Context: an optimization exercise on an open-source flow, tuned for small area and a short achievable clock period. The choices shown serve that exercise and are no tape-out recipe. Function was checked by simulation only, so behaviour that the tests miss may differ from the original. Power and IR drop assume default switching activity.

`config.mk`:
```
export PLATFORM = sky130hd
export DESIGN_NAME = mips_pipe
export DESIGN_NICKNAME = mips_pipe
export VERILOG_FILES = /design/flow/design.v
export SDC_FILE = /design/flow/constraint.sdc
export NUM_CORES = 4
export LEC_CHECK = 0
export CAP_MARGIN = 20
export CORE_MARGIN = 2
export CORE_UTILIZATION = 40
export SLEW_MARGIN = 20
```
`constraint.sdc`:
```
create_clock -name core_clock -period 6.5 [get_ports {clk}]
set_input_delay 1.3000 -clock core_clock [delete_from_list [all_inputs] [get_ports {clk}]]
set_output_delay 1.3000 -clock core_clock [all_outputs]
set_load 0.01 [all_outputs]
```
`design.v`:
```
package mips_pkg;
  typedef union packed {
    struct packed {
      logic [5:0] op;
      logic [4:0] rs;
      logic [4:0] rt;
      logic [4:0] rd;
      logic [4:0] shamt;
      logic [5:0] funct;
    } r_fmt;
    struct packed {
      logic [5:0]  op;
      logic [4:0]  rs;
      logic [4:0]  rt;
      logic [15:0] imm;
    } i_fmt;
    struct packed {
      logic [5:0]  op;
      logic [25:0] target;
    } j_fmt;
  } mips_instr_u;
  typedef enum logic [2:0] {
    ALU_AND = 3'b000,
    ALU_OR  = 3'b001,
    ALU_ADD = 3'b010,
    ALU_SUB = 3'b110,
    ALU_SLT = 3'b111
  } alu_ctrl_e;
endpackage
`timescale 1ns/100ps
module mips_ctrl (
  input  mips_pkg::mips_instr_u instr_d,
  output logic                  memtoreg_d,
  output logic                  memwrite_d,
  output logic                  alusrc_d,
  output logic                  regdst_d,
  output logic                  regwrite_d,
  output logic                  branch_d,
  output logic                  jump_d,
  output logic                  jal_d,
  output logic                  jr_d,
  output mips_pkg::alu_ctrl_e   alucontrol_d
);
  mips_pkg::alu_ctrl_e rtype_alu;
  logic      rtype_ok;
  always_comb begin
    rtype_ok = 1'b1;
    case (instr_d.r_fmt.funct)
      6'b100000: rtype_alu = mips_pkg::ALU_ADD;
      6'b100010: rtype_alu = mips_pkg::ALU_SUB;
      6'b100100: rtype_alu = mips_pkg::ALU_AND;
      6'b100101:  rtype_alu = mips_pkg::ALU_OR;
      6'b101010: rtype_alu = mips_pkg::ALU_SLT;
      default: begin
        rtype_alu = mips_pkg::ALU_ADD;
        rtype_ok  = 1'b0;
      end
    endcase
  end
  always_comb begin
    memtoreg_d   = 1'b0;
    memwrite_d   = 1'b0;
    alusrc_d     = 1'b0;
    regdst_d     = 1'b0;
    regwrite_d   = 1'b0;
    branch_d     = 1'b0;
    jump_d       = 1'b0;
    jal_d        = 1'b0;
    jr_d         = 1'b0;
    alucontrol_d = mips_pkg::ALU_ADD;
    case (instr_d.r_fmt.op)
      6'b000000: begin
        if (rtype_ok) begin
          regwrite_d   = 1'b1;
          regdst_d     = 1'b1;
          alucontrol_d = rtype_alu;
        end else if (instr_d.r_fmt.funct == 6'b001000) begin
          jump_d = 1'b1;
          jr_d   = 1'b1;
        end
      end
      6'b100011: begin
        regwrite_d = 1'b1;
        alusrc_d   = 1'b1;
        memtoreg_d = 1'b1;
      end
      6'b101011: begin
        memwrite_d = 1'b1;
        alusrc_d   = 1'b1;
      end
      6'b001000: begin
        regwrite_d = 1'b1;
        alusrc_d   = 1'b1;
      end
      6'b000100: branch_d = 1'b1;
      6'b000010:   jump_d   = 1'b1;
      6'b000011: begin
        jump_d     = 1'b1;
        jal_d      = 1'b1;
        regwrite_d = 1'b1;
      end
      default: ;
    endcase
  end
endmodule
`timescale 1ns/100ps
module mips_regfile (
  input  logic        clk,
  input  logic        we,
  input  logic [4:0]  ra1,
  input  logic [4:0]  ra2,
  input  logic [4:0]  wa,
  input  logic [31:0] wd,
  output logic [31:0] rd1,
  output logic [31:0] rd2
);
  logic [31:0] rf [32];
  always_ff @(posedge clk) begin
    if (we && wa != 5'd0)
      rf[wa] <= wd;
  end
  assign rd1 = (ra1 == 5'd0)            ? 32'd0 :
               (we && wa == ra1)        ? wd    : rf[ra1];
  assign rd2 = (ra2 == 5'd0)            ? 32'd0 :
               (we && wa == ra2)        ? wd    : rf[ra2];
endmodule
`timescale 1ns/100ps
module mips_alu (
  input  logic [31:0]         a,
  input  logic [31:0]         b,
  input  mips_pkg::alu_ctrl_e f,
  output logic [31:0]         y
);
  always_comb begin
    case (f)
      mips_pkg::ALU_AND: y = a & b;
      mips_pkg::ALU_OR:  y = a | b;
      mips_pkg::ALU_ADD: y = a + b;
      mips_pkg::ALU_SUB: y = a - b;
      mips_pkg::ALU_SLT: y = {31'd0, $signed(a) < $signed(b)};
      default: y = a + b;
    endcase
  end
endmodule
`timescale 1ns/100ps
module mips_datapath (
  input  logic                  clk,
  input  logic                  rst_n,
  input  logic                  memtoreg_d,
  input  logic                  memwrite_d,
  input  logic                  alusrc_d,
  input  logic                  regdst_d,
  input  logic                  regwrite_d,
  input  logic                  branch_d,
  input  logic                  jump_d,
  input  logic                  jal_d,
  input  logic                  jr_d,
  input  mips_pkg::alu_ctrl_e   alucontrol_d,
  output mips_pkg::mips_instr_u instr_d,
  output logic [31:0]           pc_f,
  input  logic [31:0]           instr_f,
  output logic                  memwrite_m,
  output logic [31:0]           aluout_m,
  output logic [31:0]           writedata_m,
  input  logic [31:0]           readdata_m
);
  logic [31:0] pcplus4_f, pcnext_f;
  logic [31:0] pc_d, pcplus4_d, pcbranch_d, pcjump_d;
  logic [31:0] rd1_d, rd2_d, signimm_d;
  logic        pcsrc_d;
  logic        memtoreg_e, memwrite_e, alusrc_e, regdst_e, regwrite_e, jal_e;
  mips_pkg::alu_ctrl_e   alucontrol_e;
  logic [4:0]  rt_e, rd_e, writereg_e;
  logic [31:0] rd1_e, rd2_e, signimm_e, link_e, srcb_e, aluout_e;
  logic        memtoreg_m, regwrite_m, jal_m;
  logic [4:0]  writereg_m;
  logic [31:0] link_m;
  logic        memtoreg_w, regwrite_w, jal_w;
  logic [4:0]  writereg_w;
  logic [31:0] aluout_w, readdata_w, link_w, result_w;
  assign pcplus4_f = pc_f + 32'd4;
  assign pcnext_f = jump_d  ? (jr_d ? rd1_d : pcjump_d) :
                    pcsrc_d ? pcbranch_d : pcplus4_f;
  mips_regfile u_rf (
    .clk (clk),
    .we  (regwrite_w),
    .ra1 (instr_d.r_fmt.rs),
    .ra2 (instr_d.r_fmt.rt),
    .wa  (writereg_w),
    .wd  (result_w),
    .rd1 (rd1_d),
    .rd2 (rd2_d)
  );
  assign pcplus4_d = pc_d + 32'd4;
  assign signimm_d = {{16{instr_d.i_fmt.imm[15]}}, instr_d.i_fmt.imm};
  assign pcbranch_d = pcplus4_d + {signimm_d[29:0], 2'b00};
  assign pcjump_d   = {pcplus4_d[31:28], instr_d.j_fmt.target, 2'b00};
  assign pcsrc_d    = branch_d && (rd1_d == rd2_d);
  assign srcb_e = alusrc_e ? signimm_e : rd2_e;
  mips_alu u_alu (
    .a (rd1_e),
    .b (srcb_e),
    .f (alucontrol_e),
    .y (aluout_e)
  );
  assign writereg_e = jal_e    ? 5'd31 :
                      regdst_e ? rd_e : rt_e;
  assign result_w = jal_w      ? link_w     :
                    memtoreg_w ? readdata_w : aluout_w;
  always_ff @(posedge clk or negedge rst_n) begin
    if (!rst_n) begin
      pc_f         <= 32'h0000_0000;
      instr_d      <= '0;
      memtoreg_e   <= 1'b0;
      memwrite_e   <= 1'b0;
      alusrc_e     <= 1'b0;
      regdst_e     <= 1'b0;
      regwrite_e   <= 1'b0;
      jal_e        <= 1'b0;
      alucontrol_e <= mips_pkg::ALU_ADD;
      memtoreg_m   <= 1'b0;
      memwrite_m   <= 1'b0;
      regwrite_m   <= 1'b0;
      jal_m        <= 1'b0;
      memtoreg_w   <= 1'b0;
      regwrite_w   <= 1'b0;
      jal_w        <= 1'b0;
    end else begin
      pc_f         <= pcnext_f;
      instr_d      <= instr_f;
      memtoreg_e   <= memtoreg_d;
      memwrite_e   <= memwrite_d;
      alusrc_e     <= alusrc_d;
      regdst_e     <= regdst_d;
      regwrite_e   <= regwrite_d;
      jal_e        <= jal_d;
      alucontrol_e <= alucontrol_d;
      memtoreg_m   <= memtoreg_e;
      memwrite_m   <= memwrite_e;
      regwrite_m   <= regwrite_e;
      jal_m        <= jal_e;
      memtoreg_w   <= memtoreg_m;
      regwrite_w   <= regwrite_m;
      jal_w        <= jal_m;
    end
  end
  always_ff @(posedge clk) begin
    pc_d        <= pc_f;
    rd1_e       <= rd1_d;
    rd2_e       <= rd2_d;
    rt_e        <= instr_d.r_fmt.rt;
    rd_e        <= instr_d.r_fmt.rd;
    signimm_e   <= signimm_d;
    link_e      <= pc_d + 32'd8;
    aluout_m    <= aluout_e;
    writedata_m <= rd2_e;
    writereg_m  <= writereg_e;
    link_m      <= link_e;
    aluout_w    <= aluout_m;
    readdata_w  <= readdata_m;
    writereg_w  <= writereg_m;
    link_w      <= link_m;
  end
endmodule
`timescale 1ns/100ps
module mips_pipe (
  input  logic        clk,
  input  logic        rst_n,
  output logic [31:0] pc_f,
  input  logic [31:0] instr_f,
  output logic        memwrite_m,
  output logic [31:0] aluout_m,
  output logic [31:0] writedata_m,
  input  logic [31:0] readdata_m
);
  mips_pkg::mips_instr_u instr_d;
  logic        memtoreg_d, memwrite_d, alusrc_d, regdst_d, regwrite_d;
  logic        branch_d, jump_d, jal_d, jr_d;
  mips_pkg::alu_ctrl_e   alucontrol_d;
  mips_ctrl u_ctrl (
    .instr_d      (instr_d),
    .memtoreg_d   (memtoreg_d),
    .memwrite_d   (memwrite_d),
    .alusrc_d     (alusrc_d),
    .regdst_d     (regdst_d),
    .regwrite_d   (regwrite_d),
    .branch_d     (branch_d),
    .jump_d       (jump_d),
    .jal_d        (jal_d),
    .jr_d         (jr_d),
    .alucontrol_d (alucontrol_d)
  );
  mips_datapath u_dp (
    .clk          (clk),
    .rst_n        (rst_n),
    .memtoreg_d   (memtoreg_d),
    .memwrite_d   (memwrite_d),
    .alusrc_d     (alusrc_d),
    .regdst_d     (regdst_d),
    .regwrite_d   (regwrite_d),
    .branch_d     (branch_d),
    .jump_d       (jump_d),
    .jal_d        (jal_d),
    .jr_d         (jr_d),
    .alucontrol_d (alucontrol_d),
    .instr_d      (instr_d),
    .pc_f         (pc_f),
    .instr_f      (instr_f),
    .memwrite_m   (memwrite_m),
    .aluout_m     (aluout_m),
    .writedata_m  (writedata_m),
    .readdata_m   (readdata_m)
  );
endmodule
```
`run.sh`:
```
#!/bin/bash
# synth_recipe.tcl (not shown) runs the flow's synth.tcl, then flattens the netlist and writes it again
# the make line also repeats each setting of config.mk as NAME=value (left out here)
make -C /OpenROAD-flow-scripts/flow DESIGN_CONFIG=/design/flow/config.mk WORK_HOME=/design/flow/orfs CLKGATE_MAP_FILE= SYNTH_SCRIPT=/design/flow/synth_recipe.tcl finish
```
==> run notes <==
Worst VDD drop 244.2 µV; CTS tree done; switching pwr between 7 and 8 mW; most common cell in the netlist edfxtp_1; LEAKAGE 27.02 nW; Power, Total 26.60 mW; top cell type's share of synthesized area 0.4559; critical-path cell list xnor2_1 -> nand2_1 -> o21ai_2 -> buf_4 -> o22ai_1 -> nor2_1 -> nor2_1 -> nor4_1 -> nand4_1 -> nor4_2 -> buf_4 -> buf_4 -> mux2i_1 -> o21ai_1; Residual DRC 0; Synth area leaders edfxtp_1, mux4_2, dfxtp_1; synthesized area per cell around 15 µm²; Critical Path Sink Type register; CTS Buffer Depth 3; nets@finish between 4k and 5k; first-pass GRT wire length roughly 330,000 µm; critical path depth 14; Crit path required time approximately 7.2 ns; CP peak stage delay a little over 1 ns; cell taking the most area after synthesis edfxtp_1; DP Cell Count 6,719; post-synthesis instance total approximately 4.4k; switching share of power 0.2946; Worst-path clk slew 0.06 ns; Seq pwr share 0.454; proportion of layout cells with a drive suffix above 1 0.2228; Clk pwr share 0.353; number of global-route vias before repair 43.31k; area of the multi-input gates 26,340 µm²; R2R Path Start u_dp.instr_d[23]$_DFF_PN0_; largest net degree at the start of global routing 73; EDFF count, synth 1,024; register bit total from synthesis 1,455; Post-Route Skew between 0.04 and 0.05 ns; H-tree levels 4; height of the die about 410 µm; WL final 237,600 µm; Pre-antenna DRT Iters 6; total number of vias 44.07k; number of DRC markers in iteration 0 between 6k and 7k; Layout Area Growth over Synthesis 15.80%; I/O pins 163; GRT Resource Usage Total 0.2713; RSZ-0062 raised after global routing no; Setup Fix Bufs, Post-CTS 0; slowest CP cell dfrtp_4; endpoint of the worst register-to-register path u_dp.pc_f[18]$_DFF_PN0_; kind of critical path register to register; WP data arrival around 6.5 ns; grt total ovfl 0; Tightest Hold Check Type register to register; Avg Vias per Cell roughly 6.3; power share of the combinational group 0.193; outcome complete, no violations; max cap viols 0; Post-Layout Cell Count about 7k; initial core utilization 0.4029; # port buffers 162; total area of sequential cells between 30,000 and 40,000 µm²; DR WL/cell 33.87 µm; post-CTS sizing 0; root buffer cell clkbuf_16; crit path time final 5.884 ns; Final Hold Fails 0; CP top delay family simple AND/OR/NAND/NOR gates; register area share after synthesis 0.5898; clk sink count roughly 1.5k; Hold Buf Count CTS 0; Worst Path Buf+Inv 3; setup TNS 0 ns; Startpoint Class register; reg2reg path depth 14; fmax ~0.17 GHz; GP Congestion about 0.94; CP max FO 44; Detailed Place HPWL 157,400 µm; Num CTS Buffers around 160; Die Width slightly above 400 µm; WHS Endpoint u_dp.link_w[28]$_DFF_P_; Core ar. approximately 170,000 µm²; Antenna Nets Post-Route 0; internal power about 19 mW; row count 150; Finish-stage setup viols 0; Post-Synthesis Cell Area about 67,000 µm²; Total Die Area 171,900 µm²; Max Slew Vio Count 0; worst rel slew slack 0.08244; clock latency (worst-skew pair) between 0.8 and 0.9 ns; measured slew at the worst slew-check pin between 1 and 1.5 ns; final cycle utilization of the critical path 0.9052; Filler cells ~14k; power per cell area ~340 nW/µm²; R2R setup slack ~0.62 ns; Synth top cells by count edfxtp_1, mux4_2, dfxtp_1; Top FF cell, synth edfxtp_1; Yosys warning count 4; hold path startpoint u_dp.link_m[28]$_DFF_P_; Hold Path Depth 0; FFs w/ async S/R, synth 0.05498; initial antenna violation count 10; Yosys cell types between 80 and 90; Crit path top cell by count buf_4
## worst max-delay path by stage
stage,from,endpoint
2_1_floorplan,u_dp.memtoreg_w$_DFF_PN0_,u_dp.pc_f[30]$_DFF_PN0_
3_3_place_gp,u_dp.instr_d[23]$_DFF_PN0_,u_dp.pc_f[19]$_DFF_PN0_
3_5_place_dp,u_dp.instr_d[23]$_DFF_PN0_,u_dp.pc_f[18]$_DFF_PN0_
4_1_cts,u_dp.instr_d[23]$_DFF_PN0_,u_dp.pc_f[18]$_DFF_PN0_
5_1_grt,u_dp.instr_d[23]$_DFF_PN0_,u_dp.pc_f[16]$_DFF_PN0_
6_report,u_dp.instr_d[23]$_DFF_PN0_,u_dp.pc_f[18]$_DFF_PN0_
## routing by layer
layer	global-route usage	wire [µm]	part of all wire	vias up
li1	-	-	-	17980
met1	0.3348	86170	0.36	22780
met2	0.4337	111400	0.47	2693
met3	0.06427	24080	0.10	615
met4	0.1647	16030	0.067	0
met5	0	0	0	-
## power by group through the flow
stage | registers (mW) | logic, mW | clock network [mW]
after floorplan | 12.0 | 2.87 | 0
after global placement | 12.2 | 4.97 | 0
after detailed placement | 12.2 | 5.01 | 0
after CTS | 12.1 | 5.03 | 9.49
after global routing | 12.1 | 5.46 | 9.84
final | 12.1 | 5.15 | 9.39
## state kept, by name, summed over array words and instances (netlist names), 3 cells and up
register	flops
u_dp.rd1_e	32
u_dp.alucontrol_e	3
u_dp.readdata_w	32
u_dp.writereg_m	5
u_dp.link_m	32
u_dp.u_rf.rf	1024
u_dp.instr_d	32
u_dp.writereg_w	5
u_dp.pc_d	32
u_dp.pc_f	32
u_dp.rd_e	5
u_dp.aluout_m	32
u_dp.signimm_e	11
u_dp.writedata_m	32
u_dp.rt_e	5
u_dp.link_w	32
u_dp.link_e	32
u_dp.aluout_w	32
u_dp.rd2_e	32
## cell type report
type | instances | share of cell area
clock inverters | 92 | 0.01442
diodes | 7 | 0.0002243
well taps | 2204 | 0.03531
clock buffers | 198 | 0.05530
flip-flops and latches | 1455 | 0.5097
repair buffers | 351 | 0.04101
multi-input cells | 2570 | 0.3373
inverters | 140 | 0.006728
## placed cells by master, fill, tap and decap left out, drive strengths merged, types with 18 or more instances in the layout
cell type,n
o22ai,67
clkinv,58
o211ai,21
clkbuf,198
nand2,184
nor2b,35
clkdlybuf4s50,161
dfrtp,79
a22oi,75
ha,153
mux4,520
nor2,217
buf,190
mux2i,193
xnor2,115
inv,150
o21ai,146
a221oi,26
nand4,30
a21oi,160
nor3,52
a211oi,36
nand2b,27
nand3,93
conb,32
xor2,69
edfxtp,1024
a31oi,18
dfxtp,351
a21o,42
## through the flow
stage                     setup slack (ns)  hold slack [ns]  area [µm²]  utilization
after global placement             0.09423           0.3099       72550       0.4334
after detailed placement            0.8640           0.3121       72620       0.4338
after floorplan                      2.094           0.3096       67560            -
after global routing                0.7050           0.2980       78090       0.4665
final                               0.6165           0.2960       78110       0.4666
after CTS                           0.8412           0.2974       78060       0.4663
## cells by family after synthesis
logic type,after synthesis,share of synthesized area
XOR/XNOR,184,0.02389
multiplexers,729,0.2049
adder cells (fa/ha/maj),156,0.02927
flip-flops,1455,0.5898
AO/OA/AOI/OAI,748,0.07385
buffers and inverters,402,0.02840
AND/OR/NAND/NOR,721,0.04979
other,1,0.00005560

## port drivers added, routing unchanged
How much do the figures lean on ideal ports? The routed layout below was timed once more, with nothing changed but the port constraints.
Step 1 (the two cells are an assumption about what drives the block):
set clk [get_ports {clk}]
set_driving_cell -lib_cell sky130_fd_sc_hd__clkbuf_16 $clk
set_driving_cell -lib_cell sky130_fd_sc_hd__buf_2 [delete_from_list [all_inputs] $clk]
Step 2 also shifts input and output timing later by t, the mid clock arrival at the registers, as if the neighbouring blocks saw the same clock.
Three values: ideal ports, drivers, drivers and shift; two values: the first two.
t, ns: 0.902
slack for setup (ns): 0.616 / 0.616 / 0.616
slew at the worst register clock pin (ns): 0.07 / 0.07
worst slew at a driven data input, ns: 0.09
After both steps this run still meets setup and hold. For this run, drivers alone change the setup slack by 0.000 ns; drivers and shift together by 0.000 ns.
